From an optimization exercise on the open Yosys and OpenROAD flow, aimed at a short achievable clock period and few clock cycles per item; shortcuts taken in it are not production practice.
Function was checked by simulation only, so behaviour that the tests miss may differ from the original.
The flow treats the clock pin as an ideal source. Dropping or thinning the clock tree relies on that and would not hold on a real chip.
No activity file was given, so power comes from the tool's default toggle rates.

==> v21 <==
## palette_rle_sprite_line_decoder
module palette_rle_sprite_line_decoder #(
    parameter int PALETTE_ENTRIES = 256,
    parameter int MAX_WIDTH       = 4096
) (
    input  logic                      aclk,
    input  logic                      aresetn,
    input  logic                      cfg_we,
    input  logic [prsld_pkg::FRAME_WIDTH_W-1:0]  cfg_wdata,
    input  logic                      s_valid,
    output logic                      s_ready,
    input  logic                      s_action,
    input  logic                      s_line_start,
    input  logic [prsld_pkg::BYTE_W-1:0]         s_data_byte,
    input  logic [prsld_pkg::INDEX_W-1:0]        s_palette_index,
    input  logic [prsld_pkg::COLOR_W-1:0]        s_palette_color,
    output logic                      m_valid,
    input  logic                      m_ready,
    output logic                      m_pixel_valid,
    output logic [prsld_pkg::COLUMN_W-1:0]       m_column,
    output logic [prsld_pkg::PIXEL_W-1:0]        m_pixel_value,
    output logic                      m_line_done,
    output logic                      m_overrun,
    output logic                      m_last
);
    prsld_core u_core (
        .aclk            (aclk),
        .aresetn         (aresetn),
        .cfg_we          (cfg_we),
  ...
export LEC_CHECK = 0
export ABC_CLOCK_PERIOD_IN_PS = 2500
export CAP_MARGIN = 20
export CORE_MARGIN = 2
export CORE_UTILIZATION = 55
export SETUP_SLACK_MARGIN = 3.6
export SLEW_MARGIN = 20
create_clock -name core_clock -period 6.0 [get_ports {aclk}]
standard.sh (not shown) runs the stock make flow with config.mk's settings and CLKGATE_MAP_FILE= SYNTH_SCRIPT=/design/flow/synth_recipe.tcl, a recipe that flattens the netlist after the stock synthesis.
==> flow/flow/run.sh <==
#!/bin/bash
# Standard ORFS layout, except that the clock tree is built by flow/manual_cts.tcl:
# the clock port drives 4 root buffers, each drives mid buffers, each drives leaf
# buffers over compact clusters of registers (all clkbuf_16, 3 buffers to every
# register). Each tool's log stays in orfs/logs; this script's output in flow_run.log.
set -euo pipefail
here=$(pwd)
export MCTS_DIR=$here/flow
export PRE_CTS_TCL=$here/flow/pre_cts.tcl
export MCTS_LEAF_SIZE=22
export MCTS_MID_SIZE=15
export MCTS_ROOTS=4
# every port keeps its buffer, a buf_4 rather than the default pick
export BUFFER_PORTS_ARGS="-buffer_cell sky130_fd_sc_hd__buf_4"
bash standard.sh finish 2>&1 | tee $here/flow_run.log
Other scripts of this flow, unchanged in this note and not shown: flow/flow/manual_cts.tcl, flow/flow/pre_cts.tcl
==> inputs of v23, as changes to v21 <==
--- a/flow/design.v
+++ b/flow/design.v
@@ -99,11 +99,12 @@
         wd_q  <= item_color;
         rd_q  <= rdata;
     end
     prsld_ram #(
         .WIDTH (16),
-        .DEPTH (ENTRIES)
+        .DEPTH (ENTRIES),
+        .GROUP (8)
     ) u_ram (
         .aclk  (aclk),
         .clr   (clr),
         .wsel  (wsel_q),
         .sel   (sel_q),
@@ -137,28 +138,30 @@
     output logic                      m_last
 );
     localparam int PW = $clog2(FD);
     logic                      rst_q;
     logic [FRAME_WIDTH_W-1:0]  fw_q;
-    logic                      wchg_q, wchg2_q;
+    logic                      wchg_q, wchg2_q, wchg3_q;
     logic [FRAME_WIDTH_W-1:0]  w_now;
     logic [FRAME_WIDTH_W-1:0]  weff_q;
     assign w_now = (fw_q == '0) ? FRAME_WIDTH_W'(1) : fw_q;
     always_ff @(posedge aclk) begin
         rst_q  <= !aresetn;
         if (!aresetn) begin
             fw_q    <= FRAME_WIDTH_RESET;
             weff_q  <= FRAME_WIDTH_RESET;
             wchg_q  <= 1'b0;
             wchg2_q <= 1'b0;
+            wchg3_q <= 1'b0;
         end else begin
             if (cfg_we) begin
                 fw_q <= cfg_wdata;
             end
             weff_q  <= w_now;
             wchg_q  <= cfg_we;
             wchg2_q <= wchg_q;
+            wchg3_q <= wchg2_q;
         end
     end
     logic                s_ready_q;
     logic                s0_v;
     logic                s0_act;
@@ -333,11 +336,11 @@
     end
     logic [COL_W:0] wmc_q;
     always_ff @(posedge aclk) begin
         wmc_q <= wmc;
     end
-    assign wmc = {2'b00, w_now} - {1'b0, colacc_q};
+    assign wmc = {2'b00, weff_q} - {1'b0, colacc_q};
     logic take_ls;
     assign take_ls = s_valid && s_ready_q && aresetn && s_action && s_line_start;
     always_ff @(posedge aclk) begin
         if (take_ls) begin
             ph_q   <= PH_TOKEN;
@@ -358,11 +361,11 @@
             h_q    <= bq_q ? hm1_e : h_q;
             bq_q   <= bq_d;
             l_q    <= l_d;
             fin_q  <= fin_d;
             colz_q <= colz_d;
-        end else if (wchg2_q) begin
+        end else if (wchg3_q) begin
             h_q  <= wmc_q[COL_W:6];
             bq_q <= 1'b0;
             l_q <= wmc_q[5:0];
         end
     end
@@ -403,13 +406,21 @@
                  d1_ov};
     end
     logic [EW-1:0]       q_mem [FD];
     logic [PW:0]         wp_q, rp_q;
     logic                q_ne;
+    logic [FD-1:0]       wpo_q;
     always_ff @(posedge aclk) begin
-        if (d3_v) begin
-            q_mem[wp_q[PW-1:0]] <= {d3_q, d3_q[DW-1] ? pal_color : COLOR_W'(0)};
+        if (rst_q) begin
+            wpo_q <= FD'(1);
+        end else if (d3_v) begin
+            wpo_q <= {wpo_q[FD-2:0], wpo_q[FD-1]};
+        end
+        for (int k = 0; k < FD; k++) begin
+            if (d3_v && wpo_q[k]) begin
+                q_mem[k] <= {d3_q, d3_q[DW-1] ? pal_color : COLOR_W'(0)};
+            end
         end
     end
     assign q_ne = (wp_q != rp_q);
     logic [PW:0] cnt_q, cnt_next;
     logic        take_byte, pop;
@@ -446,17 +457,17 @@
     always_ff @(posedge aclk) begin
         if (rst_q) begin
             wp_q      <= '0;
             rp_q      <= '0;
             left_q    <= '0;
-            s_ready_q <= !cfg_we;
+            s_ready_q <= !cfg_we && !wchg_q;
             cnt_q     <= (PW+1)'(take_byte);
         end else begin
             if (d3_v && !rst_q) begin
                 wp_q <= wp_q + 1'b1;
             end
-            s_ready_q <= (cnt_next < FD) && !cfg_we;
+            s_ready_q <= (cnt_next < FD) && !cfg_we && !wchg_q;
             cnt_q     <= cnt_next;
             if (adv) begin
                 if (left_q != '0) begin
                     left_q <= left_q - RUN_W'(1);
                 end else if (q_ne) begin
Settings changed: SETUP_SLACK_MARGIN 3.6 to 3.7.
==> inputs of v38, as changes to v21 <==
--- a/flow/design.v
+++ b/flow/design.v
@@ -70,12 +70,11 @@
 ) (
     input  logic         aclk,
     input  logic         clr,
     input  logic [7:0]   in_byte,
     input  logic [7:0]   in_index,
-    input  logic         item_valid,
-    input  logic         item_action,
+    input  logic         in_write,
     input  logic [15:0]  item_color,
     output logic [15:0]  rd_color
 );
     logic [ENTRIES-1:0] sel_q;
     logic [ENTRIES-1:0] wsel_q;
@@ -86,24 +85,25 @@
     always_ff @(posedge aclk) begin
         for (int k = 0; k < 16; k++) begin
             rlo_q[k] <= (in_byte[3:0] == 4'(k));
             rhi_q[k] <= (in_byte[7:4] == 4'(k));
             wlo_q[k] <= (in_index[3:0] == 4'(k));
-            whi_q[k] <= (in_index[7:4] == 4'(k));
+            whi_q[k] <= in_write && (in_index[7:4] == 4'(k));
         end
     end
     always_ff @(posedge aclk) begin
         for (int i = 0; i < ENTRIES; i++) begin
             sel_q[i]  <= rhi_q[i / 16] && rlo_q[i % 16];
-            wsel_q[i] <= item_valid && !item_action && whi_q[i / 16] && wlo_q[i % 16];
+            wsel_q[i] <= whi_q[i / 16] && wlo_q[i % 16];
         end
         wd_q  <= item_color;
         rd_q  <= rdata;
     end
     prsld_ram #(
         .WIDTH (16),
-        .DEPTH (ENTRIES)
+        .DEPTH (ENTRIES),
+        .GROUP (8)
     ) u_ram (
         .aclk  (aclk),
         .clr   (clr),
         .wsel  (wsel_q),
         .sel   (sel_q),
@@ -137,53 +137,58 @@
     output logic                      m_last
 );
     localparam int PW = $clog2(FD);
     logic                      rst_q;
     logic [FRAME_WIDTH_W-1:0]  fw_q;
-    logic                      wchg_q, wchg2_q;
+    logic                      wchg_q, wchg2_q, wchg3_q;
     logic [FRAME_WIDTH_W-1:0]  w_now;
     logic [FRAME_WIDTH_W-1:0]  weff_q;
     assign w_now = (fw_q == '0) ? FRAME_WIDTH_W'(1) : fw_q;
     always_ff @(posedge aclk) begin
         rst_q  <= !aresetn;
         if (!aresetn) begin
             fw_q    <= FRAME_WIDTH_RESET;
             weff_q  <= FRAME_WIDTH_RESET;
             wchg_q  <= 1'b0;
             wchg2_q <= 1'b0;
+            wchg3_q <= 1'b0;
         end else begin
             if (cfg_we) begin
                 fw_q <= cfg_wdata;
             end
             weff_q  <= w_now;
             wchg_q  <= cfg_we;
             wchg2_q <= wchg_q;
+            wchg3_q <= wchg2_q;
         end
     end
     logic                s_ready_q;
     logic                s0_v;
     logic                s0_act;
     logic                s0_ls;
     logic [BYTE_W-1:0]   s0_b;
     logic [COLOR_W-1:0]  s0_pc;
     logic                s0_byte;
+    logic                s0_skip, s0_lo5nz, s0_lo6nz;
     always_ff @(posedge aclk) begin
         s0_v   <= s_valid && s_ready_q && aresetn;
         s0_act <= s_action;
         s0_ls  <= s_line_start;
         s0_b   <= s_data_byte;
+        s0_skip  <= (s_data_byte[7:6] == 2'b11);
+        s0_lo5nz <= (s_data_byte[4:0] != '0);
+        s0_lo6nz <= (s_data_byte[5:0] != '0);
         s0_pc  <= s_palette_color;
     end
     assign s0_byte = s0_v && s0_act;
     logic [COLOR_W-1:0]  pal_color;
     prsld_palette u_palette (
         .aclk        (aclk),
         .clr         (rst_q),
         .in_byte     (s_data_byte),
         .in_index    (s_palette_index),
-        .item_valid  (s0_v),
-        .item_action (s0_act),
+        .in_write    (s_valid && s_ready_q && aresetn && !s_action),
         .item_color  (s0_pc),
         .rd_color    (pal_color)
     );
     logic [1:0]               ph_q, ph_e, ph_d;
     logic [RUN_W-1:0]         n_q, n_e, n_d;
@@ -214,11 +219,11 @@
         l_e    = l_q;
         hneg_e = bq_q ? (h_q[7] || h_q == 8'd0) : h_q[7];
         hz_e   = bq_q ? (h_q == 8'd1) : (h_q == 8'd0);
         h1_e   = bq_q ? (h_q == 8'd2) : (h_q == 8'd1);
     end
-    assign is_skip = (b[7:6] == 2'b11);
+    assign is_skip = s0_skip;
     always_comb begin
         case (ph_e)
             PH_TOKEN:     x = is_skip ? b[RUN_W-1:0] : '0;
             PH_RUN_INDEX: x = n_e;
             PH_LITERAL:   x = RUN_W'(1);
@@ -266,20 +271,20 @@
                         2'b00: begin
                             if (b[5]) begin
                                 al_d = b[ALPHA_W-1:0];
                                 n_d  = RUN_W'(1);
                                 ph_d = PH_RUN_INDEX;
-                            end else if (b[4:0] != '0) begin
+                            end else if (s0_lo5nz) begin
                                 n_d  = RUN_W'(b[4:0]);
                                 ph_d = PH_RUN_ALPHA;
                             end else if (!colz_e) begin
                                 fin_d = 1'b1;
                             end
                         end
                         2'b01: begin
                             n_d = b[RUN_W-1:0];
-                            if (b[RUN_W-1:0] != '0) begin
+                            if (s0_lo6nz) begin
                                 ph_d = PH_LITERAL;
                             end else begin
                                 fin_d = !rpos;
                             end
                         end
@@ -333,11 +338,11 @@
     end
     logic [COL_W:0] wmc_q;
     always_ff @(posedge aclk) begin
         wmc_q <= wmc;
     end
-    assign wmc = {2'b00, w_now} - {1'b0, colacc_q};
+    assign wmc = {2'b00, weff_q} - {1'b0, colacc_q};
     logic take_ls;
     assign take_ls = s_valid && s_ready_q && aresetn && s_action && s_line_start;
     always_ff @(posedge aclk) begin
         if (take_ls) begin
             ph_q   <= PH_TOKEN;
@@ -358,61 +363,77 @@
             h_q    <= bq_q ? hm1_e : h_q;
             bq_q   <= bq_d;
             l_q    <= l_d;
             fin_q  <= fin_d;
             colz_q <= colz_d;
-        end else if (wchg2_q) begin
+        end else if (wchg3_q) begin
             h_q  <= wmc_q[COL_W:6];
             bq_q <= 1'b0;
             l_q <= wmc_q[5:0];
         end
     end
-    localparam int DW = 1 + COLUMN_W + RUN_W + ALPHA_W + 2;
+    localparam int DW = 1 + COLUMN_W + RUN_W + ALPHA_W + 3;
     localparam int EW = DW + COLOR_W;
     logic                 d1_v, d2_v;
     logic                 d1_pv, d1_lit, d1_idx, d1_lt, d1_ld, d1_ov, d1_ls;
+    logic                 d1_fin, d1_skip, d1_nz, d1_rpos;
     logic [RUN_W-1:0]     d1_l, d1_n, d1_xc, d2_cnt;
     logic [ALPHA_W-1:0]   d1_al;
     logic [COL_W-1:0]     colacc_q, d1_col0;
     logic [DW-1:0]        d2_q, d3_q;
     logic                 d3_v;
     assign d1_col0 = d1_ls ? '0 : colacc_q;
+    assign d1_pv   = !d1_fin && d1_rpos && ((d1_idx && d1_nz) || d1_lit);
+    assign d1_ov   = !d1_fin && ((d1_skip && d1_lt) || (d1_idx && d1_nz && d1_lt) || (d1_lit && !d1_rpos));
     assign d2_cnt  = d1_lit ? RUN_W'(1) : (d1_lt ? d1_l : d1_n);
     always_ff @(posedge aclk) begin
         d1_v   <= s0_byte;
         d2_v   <= d1_v && !rst_q;
         d3_v   <= d2_v && !rst_q;
         d3_q   <= d2_q;
-        d1_pv  <= d_pv && !fin_e && (ph_e == PH_RUN_INDEX || ph_e == PH_LITERAL);
-        d1_lit <= (ph_e == PH_LITERAL);
+        d1_fin  <= fin_e;
+        d1_lit  <= (ph_e == PH_LITERAL);
+        d1_idx  <= (ph_e == PH_RUN_INDEX);
+        d1_skip <= (ph_e == PH_TOKEN) && is_skip;
+        d1_nz   <= (n_e != '0);
+        d1_rpos <= rpos;
         d1_lt  <= lt;
         d1_l   <= l_e;
         d1_n   <= n_e;
         d1_xc  <= fin_e ? '0 : x;
         d1_ls  <= s0_ls;
         d1_al  <= al_e;
         d1_ld  <= fin_d;
-        d1_ov  <= d_ov;
         if (d1_v) begin
             colacc_q <= d1_col0 + COL_W'(d1_xc);
         end
         d2_q <= {d1_pv,
                  d1_pv ? d1_col0[COLUMN_W-1:0] : COLUMN_W'(0),
                  d1_pv ? d2_cnt - RUN_W'(1) : RUN_W'(0),
                  d1_pv ? (d1_lit ? ALPHA_OPAQUE : d1_al) : ALPHA_W'(0),
+                 !d1_pv || (d2_cnt == RUN_W'(1)),
                  d1_ld,
                  d1_ov};
     end
     logic [EW-1:0]       q_mem [FD];
     logic [PW:0]         wp_q, rp_q;
     logic                q_ne;
+    logic [FD-1:0]       wpo_q;
     always_ff @(posedge aclk) begin
-        if (d3_v) begin
-            q_mem[wp_q[PW-1:0]] <= {d3_q, d3_q[DW-1] ? pal_color : COLOR_W'(0)};
+        if (rst_q) begin
+            wpo_q <= FD'(1);
+        end else if (d3_v) begin
+            wpo_q <= {wpo_q[FD-2:0], wpo_q[FD-1]};
+        end
+        for (int k = 0; k < FD; k++) begin
+            if (d3_v && wpo_q[k]) begin
+                q_mem[k] <= {d3_q, d3_q[DW-1] ? pal_color : COLOR_W'(0)};
+            end
         end
     end
-    assign q_ne = (wp_q != rp_q);
+    logic [PW:0]         qn_q;
+    assign q_ne = (qn_q != '0);
     logic [PW:0] cnt_q, cnt_next;
     logic        take_byte, pop;
     assign take_byte = s_valid && s_ready_q && aresetn && s_action;
     logic                 mv_q;
     logic                 o_pv;
@@ -421,11 +442,11 @@
     logic                 o_ld, o_ov, o_last;
     logic [RUN_W-1:0]     left_q;
     logic                 c_ld, c_ov;
     logic                 adv;
     logic [EW-1:0]        h;
-    logic                 h_pv, h_ld, h_ov;
+    logic                 h_pv, h_ld, h_ov, h_last0;
     logic [COLUMN_W-1:0]  h_col;
     logic [RUN_W-1:0]     h_left;
     logic [ALPHA_W-1:0]   h_alpha;
     logic [COLOR_W-1:0]   h_color;
     localparam int OW = 1 + COLUMN_W + PIXEL_W + 3;
@@ -440,24 +461,26 @@
     assign adv  = !xv_q || room;
     assign hand = mv_q && m_ready;
     assign pop = adv && (left_q == '0) && q_ne;
     assign cnt_next = cnt_q + (PW+1)'(take_byte) - (PW+1)'(pop);
     assign h   = q_mem[rp_q[PW-1:0]];
-    assign {h_pv, h_col, h_left, h_alpha, h_ld, h_ov, h_color} = h;
+    assign {h_pv, h_col, h_left, h_alpha, h_last0, h_ld, h_ov, h_color} = h;
     always_ff @(posedge aclk) begin
         if (rst_q) begin
             wp_q      <= '0;
             rp_q      <= '0;
+            qn_q      <= '0;
             left_q    <= '0;
-            s_ready_q <= !cfg_we;
+            s_ready_q <= !cfg_we && !wchg_q;
             cnt_q     <= (PW+1)'(take_byte);
         end else begin
             if (d3_v && !rst_q) begin
                 wp_q <= wp_q + 1'b1;
             end
-            s_ready_q <= (cnt_next < FD) && !cfg_we;
+            s_ready_q <= ((cnt_q + (PW+1)'(take_byte)) < (PW+1)'(FD)) && !cfg_we && !wchg_q;
             cnt_q     <= cnt_next;
+            qn_q      <= qn_q + (PW+1)'(d3_v) - (PW+1)'(pop);
             if (adv) begin
                 if (left_q != '0) begin
                     left_q <= left_q - RUN_W'(1);
                 end else if (q_ne) begin
                     left_q <= h_left;
@@ -508,13 +531,13 @@
                 o_ov   <= (left_q == RUN_W'(1)) && c_ov;
             end else begin
                 o_pv   <= h_pv;
                 o_col  <= h_col;
                 o_val  <= {h_alpha, h_color};
-                o_last <= (h_left == '0);
-                o_ld   <= (h_left == '0) && h_ld;
-                o_ov   <= (h_left == '0) && h_ov;
+                o_last <= h_last0;
+                o_ld   <= h_last0 && h_ld;
+                o_ov   <= h_last0 && h_ov;
                 c_ld   <= h_ld;
                 c_ov   <= h_ov;
             end
         end
     end
--- a/flow/flow/run.sh
+++ b/flow/flow/run.sh
@@ -10,6 +10,9 @@
 export MCTS_LEAF_SIZE=22
 export MCTS_MID_SIZE=15
 export MCTS_ROOTS=4
 # every port keeps its buffer, a buf_4 rather than the default pick
 export BUFFER_PORTS_ARGS="-buffer_cell sky130_fd_sc_hd__buf_4"
+# more antenna repair passes after global and detailed routing than the default 5
+export MAX_REPAIR_ANTENNAS_ITER_GRT=10
+export MAX_REPAIR_ANTENNAS_ITER_DRT=15
 bash standard.sh finish 2>&1 | tee $here/flow_run.log
Settings changed: CORE_UTILIZATION 55 to 65, PLACE_DENSITY from default to 0.72, SETUP_SLACK_MARGIN 3.6 to 3.8.
==> summary.txt <==
status=finished clean; met3 Use GR=0.0405; NetSw=14.4 mW; multi-input combinational area share=0.167; fin cells=16600; Finished Core Util=0.595; fraction of area in registers=0.753; design area=0.222 mm2; adder-cell share of the synthesized area=0.00441; Area contributors post-synth=edfxtp_1 (68%), dfxtp_1 (13%), a221oi_1 (4.4%); All-Layer GR Usage=0.305; Power Clock=20.8 mW; crit-path cells=inv_1 -> ha_1 -> o21ai_0 -> o21ai_0 -> o211ai_1 -> o221ai_2 -> a21oi_1 -> o31a_1; critical path class=reg -> reg
That was v21.
==> summary.txt <==
status=finished clean; crit-path cells=buf_6; Power Clock=21.5 mW; met3 Use GR=0.0624; syn_area_per_cell=17.1 um2; slowest CP cell=dfxtp_4; pwr dens=325 mW/mm2; design area=0.226 mm2; fin cells=16800; Area contributors post-synth=edfxtp_1 (66%), dfxtp_1 (15%), a22oi_1 (7.4%); critical path class=reg -> out; All-Layer GR Usage=0.323
That was v38.
==> summary.txt <==
Largest Pwr Group=registers; status=failed layout checks; adder-cell share of the synthesized area=0.00466; 1st-iter DRT viols=15400; crit-path cells=buf_6 -> ha_4 -> and2_4 -> buf_8 -> a222oi_1 -> nor3b_4 -> buf_4 -> o2111ai_4 -> a2111oi_4 -> a22o_1; Placer Congestion=0.858; slowest stage delay, CP=390 ps; Power Clock=21.7 mW; met3 Use GR=0.0333; All-Layer GR Usage=0.287; Area contributors post-synth=edfxtp_1 (66%), dfxtp_1 (15%), a22oi_1 (7.5%); Std-Cell Rows=227; Layout Check Failures=antenna rules; fin cells=17500; NetSw=15.0 mW; Final Setup Violations=0; Routed Antenna Nets=3
That was v23.
Testbench counts of v21, summed over its fixed seeds: cycles 57,055, items 37,997.
Testbench counts of v23, summed over its fixed seeds: cycles 57,079, items 37,997.
Testbench counts of v38, summed over its fixed seeds: cycles 57,090, items 37,997.
In every run of this note, the design's own scripts or RTL, not TritonCTS, make the clock network.

==> separate check: timing with driven ports <==
The flow's constraints put no driver on any port. The routed layouts listed below were extracted and timed again, unchanged, in two steps. Step 1 (the two cells are an assumption about what drives the block):
set clk [get_ports {aclk}]
set_driving_cell -lib_cell sky130_fd_sc_hd__clkbuf_16 $clk
set_driving_cell -lib_cell sky130_fd_sc_hd__buf_2 [delete_from_list [all_inputs] $clk]
Step 2 moves the port delays by t, midway between the first and last clock arrival at a register: inputs arrive t later, outputs are due t later. That takes back most of the time a late clock gives input paths. a / b / c = ideal ports / drivers / drivers and shift; a / b = the first two.
run | shift t [ns] | setup slack, ns | worst setup path after step 2 | slew at the worst register clock pin (ns) | cell pins on the clock port's net
v21 | 0.953 | 3.514 / 3.365 / 2.971 | input to register | 0.09 / 0.09 | 4
v23 | 0.966 | 3.449 / 3.334 / 3.061 | input to register | 0.09 / 0.09 | 4
v38 | 0.944 | 3.587 / 3.355 / 3.173 | input to register | 0.09 / 0.09 | 4
The setup slack of v21, which loses most, moves by -0.149 ns with the drivers and by -0.543 ns with both steps.
